What follows belongs to an exercise in optimizing a design on an open flow for small area; a production flow would make more cautious choices.
Where RTL was checked, it was by simulation tests only, not by an equivalence proof against the original.
No activity file was given, so power comes from the tool's default toggle rates.

==> inputs of try-amber <==
==> flow/design.v (excerpt) <==
module cad_top #(
  parameter int IMG_SIDE = 8,
  parameter int IMG_COUNT = 2,
  parameter int KER_COUNT = 2,
  localparam int IMG_IDX_W = (IMG_COUNT > 1) ? $clog2(IMG_COUNT) : 1,
  localparam int KER_IDX_W = (KER_COUNT > 1) ? $clog2(KER_COUNT) : 1
) (
  input  logic                 clk,
  input  logic                 rst_n,
  input  logic                 i_in_valid,
  input  cad_pkg::data_t       i_matrix,
  input  logic                 i_start,
  input  logic [IMG_IDX_W-1:0] i_img_idx,
  input  logic [KER_IDX_W-1:0] i_ker_idx,
  output logic                 o_busy,
  output logic                 o_out_valid,
  output logic                 o_out_value
);
clock: 12.0 ns
lec_check: 0
abc_area: 1
cap_margin: 20
core_margin: 2
core_utilization: 70
cts_cluster_diameter: 80
cts_cluster_size: 25
place_density: 0.8
slew_margin: 20
run.sh (not shown) runs the stock make flow with config.mk's settings and CLKGATE_MAP_FILE= SYNTH_SCRIPT=/design/flow/synth_recipe.tcl, a recipe that flattens the netlist after the stock synthesis.
==> try-raven (differences from try-amber) <==
--- a/flow/design.v
+++ b/flow/design.v
@@ -48,12 +48,14 @@
   logic [5:0] rpos;      
   logic [4:0] kpos;      
   logic [4:0] outi;      
   logic       run;       
   logic [1:0] gap;       
   logic       cmp;
+  logic       cmp_q;
+  logic       mx_last;
   logic       out_valid;
   logic signed [19:0] acc;
   logic [20:0] mx;        
   logic wr;
   logic [5:0] rpos_init;
   logic [4:0] kpos_init;
@@ -87,43 +89,52 @@
       4'd12: sched = {1'b0, 6'd27};   
       4'd13: sched = {1'b0, 6'd19};   
       4'd14: sched = {1'b1, 6'd56};   
       default: sched = {1'b1, 6'd48};   
     endcase
   end
-  assign start_out = comp && !outi[4] && !run && kpos == 5'd0 && rpos == sched[5:0];
+  logic rpos_hit;
+  logic kpos_hit;
+  assign rpos_hit = (rpos == (outi[4] ? rpos_init : sched[5:0]));
+  assign kpos_hit = (kpos == kpos_goal);
+  assign start_out = comp && !outi[4] && !run && kpos_hit && rpos_hit;
   assign mac = (run && gap == 2'd0) || start_out;
-  assign img_step = comp && !(outi[4] && rpos == rpos_init);
-  assign ker_step = mac || (comp && !run && kpos != kpos_goal);
+  assign img_step = comp && !(outi[4] && rpos_hit);
+  assign ker_step = mac || (comp && !run && !kpos_hit);
+  logic restored;
+  assign restored = outi[4] && !img_step && kpos_hit && !cmp && !cmp_q;
   assign row_end = (kpos == 5'd4) || (kpos == 5'd9) || (kpos == 5'd14) || (kpos == 5'd19);
   logic pol;
-  logic wr_q;
-  logic [7:0] wdata_q;
+  logic img_rot, img_rot_n, ker_rot, ker_rot_n;
   logic en_i0, en_i1, en_k0, en_k1;
   logic en_i0_n, en_i1_n, en_k0_n, en_k1_n;
+  logic [7:0] wdata;
   logic [7:0] head_i0, head_i1, head_k0, head_k1;
   always_ff @(posedge clk or negedge rst_n) begin
     if (!rst_n) pol <= 1'b0;
     else pol <= ~pol;
   end
   always_ff @(posedge clk) begin
-    wr_q <= wr;
-    wdata_q <= i_matrix;
-    en_i0 <= (wr && wseg == 2'd0) || img_step;
-    en_i1 <= (wr && wseg == 2'd1) || img_step;
-    en_k0 <= (wr && wseg == 2'd2) || ker_step;
-    en_k1 <= (wr && wseg == 2'd3) || ker_step;
-    en_i0_n <= !((wr && wseg == 2'd0) || img_step);
-    en_i1_n <= !((wr && wseg == 2'd1) || img_step);
-    en_k0_n <= !((wr && wseg == 2'd2) || ker_step);
-    en_k1_n <= !((wr && wseg == 2'd3) || ker_step);
-  end
-  assign head_i0 = wr_q ? (wdata_q ^ {8{pol}}) : img0_tail;
-  assign head_i1 = wr_q ? (wdata_q ^ {8{pol}}) : img1_tail;
-  assign head_k0 = wr_q ? (wdata_q ^ {8{pol}}) : ker0_tail;
-  assign head_k1 = wr_q ? (wdata_q ^ {8{pol}}) : ker1_tail;
+    img_rot <= img_step;
+    img_rot_n <= !img_step;
+    ker_rot <= ker_step;
+    ker_rot_n <= !ker_step;
+  end
+  assign en_i0 = (wr && wseg == 2'd0) || img_rot;
+  assign en_i1 = (wr && wseg == 2'd1) || img_rot;
+  assign en_k0 = (wr && wseg == 2'd2) || ker_rot;
+  assign en_k1 = (wr && wseg == 2'd3) || ker_rot;
+  assign en_i0_n = !(wr && wseg == 2'd0) && img_rot_n;
+  assign en_i1_n = !(wr && wseg == 2'd1) && img_rot_n;
+  assign en_k0_n = !(wr && wseg == 2'd2) && ker_rot_n;
+  assign en_k1_n = !(wr && wseg == 2'd3) && ker_rot_n;
+  assign wdata = i_matrix ^ {8{pol}};
+  assign head_i0 = wr ? wdata : img0_tail;
+  assign head_i1 = wr ? wdata : img1_tail;
+  assign head_k0 = wr ? wdata : ker0_tail;
+  assign head_k1 = wr ? wdata : ker1_tail;
   always_ff @(posedge clk) begin
     img0 <= ~(({512{en_i0_n}} | {img0[503:0], head_i0}) & ({512{en_i0}} | img0));
     img1 <= ~(({512{en_i1_n}} | {img1[503:0], head_i1}) & ({512{en_i1}} | img1));
     ker0 <= ~(({200{en_k0_n}} | {ker0[191:0], head_k0}) & ({200{en_k0}} | ker0));
     ker1 <= ~(({200{en_k1_n}} | {ker1[191:0], head_k1}) & ({200{en_k1}} | ker1));
   end
@@ -140,13 +151,12 @@
       end
     end
   end
   logic mac_q;
   logic tap_q;
   logic first_q;
-  logic cmp_q;
   always_ff @(posedge clk) begin
     mac_q <= mac;
     tap_q <= sched[6];
     first_q <= (kpos == 5'd0);
   end
   always_comb begin
@@ -417,14 +427,13 @@
             run <= 1'b1;
             if (row_end) gap <= 2'd3;
           end
         end else if (gap != 2'd0) begin
           gap <= gap - 2'd1;
         end
-        if (outi[4] && !img_step && kpos == kpos_init && !cmp && !cmp_q
-            && (!out_valid || mx_last)) begin
+        if (restored && out_valid && mx_last) begin
           busy <= 1'b0;
           comp <= 1'b0;
         end
       end
     end
   end
@@ -438,13 +447,12 @@
       kpos <= kpos_init;
     end else begin
       if (img_step) rpos <= rpos + 6'd1;
       if (ker_step) kpos <= (kpos == 5'd24) ? 5'd0 : kpos + 5'd1;
     end
   end
-  logic mx_last;
   assign mx_last = (mx[20:2] == 19'd0) && mx[1];
   logic acc_gt;
   always_comb begin
     acc_gt = 1'b0;
     for (int i = 0; i < 19; i++) begin
       acc_gt = (acc[i] & ~mx[i]) | (~(acc[i] ^ mx[i]) & acc_gt);
@@ -458,13 +466,15 @@
       mx <= {1'b0, mx[20:1]};
     end
   end
   always_ff @(posedge clk or negedge rst_n) begin
     if (!rst_n) begin
       out_valid <= 1'b0;
-    end else if (cmp_q && outi[1:0] == 2'd0) begin
+    end else if (cmp_q && outi[1:0] == 2'd0 && !outi[4]) begin
+      out_valid <= 1'b1;
+    end else if (comp && restored && !out_valid) begin
       out_valid <= 1'b1;
     end else if (out_valid && mx_last) begin
       out_valid <= 1'b0;
     end
   end
   assign o_busy = busy;
- CORE_UTILIZATION: 70 -> 75
- PLACE_DENSITY: 0.8 -> 0.86
==> notes.md <==
In try-amber the sequential power is smaller than in try-raven, by about 9%. Clock power: try-raven is smaller than try-amber (about 2%). Of try-amber and try-raven, try-raven has the higher combinational power (gap 38%, measured against try-raven). Against try-amber, the global-route usage of try-raven is higher by 2.5 points.
No functional check of the RTL was part of try-raven.

==> what the ideal ports hide <==
How much do the figures lean on ideal ports? The routed layouts below were timed once more, with nothing changed but the port constraints. Step 1 (the two cells are an assumption about what drives the block):
set clk [get_ports {clk}]
set_driving_cell -lib_cell sky130_fd_sc_hd__clkbuf_16 $clk
set_driving_cell -lib_cell sky130_fd_sc_hd__buf_2 [delete_from_list [all_inputs] $clk]
Step 2 also shifts input and output timing later by t, the mid clock arrival at the registers, as if the neighbouring blocks saw the same clock. a / b / c = ideal / step 1 / step 2; a / b = the first two.
run | t, ns | slack for setup (ns) | worst setup path at the end | latest minus earliest clock arrival (ns) | slew at the worst register clock pin (ns)
try-amber | 0.693 | 2.061 / 2.061 / 2.061 | register to register | 0.025 / 0.025 | 0.10 / 0.10
try-raven | 0.688 | 2.189 / 2.189 / 2.189 | register to register | 0.022 / 0.022 | 0.10 / 0.10
After both steps every run listed still meets setup and hold.
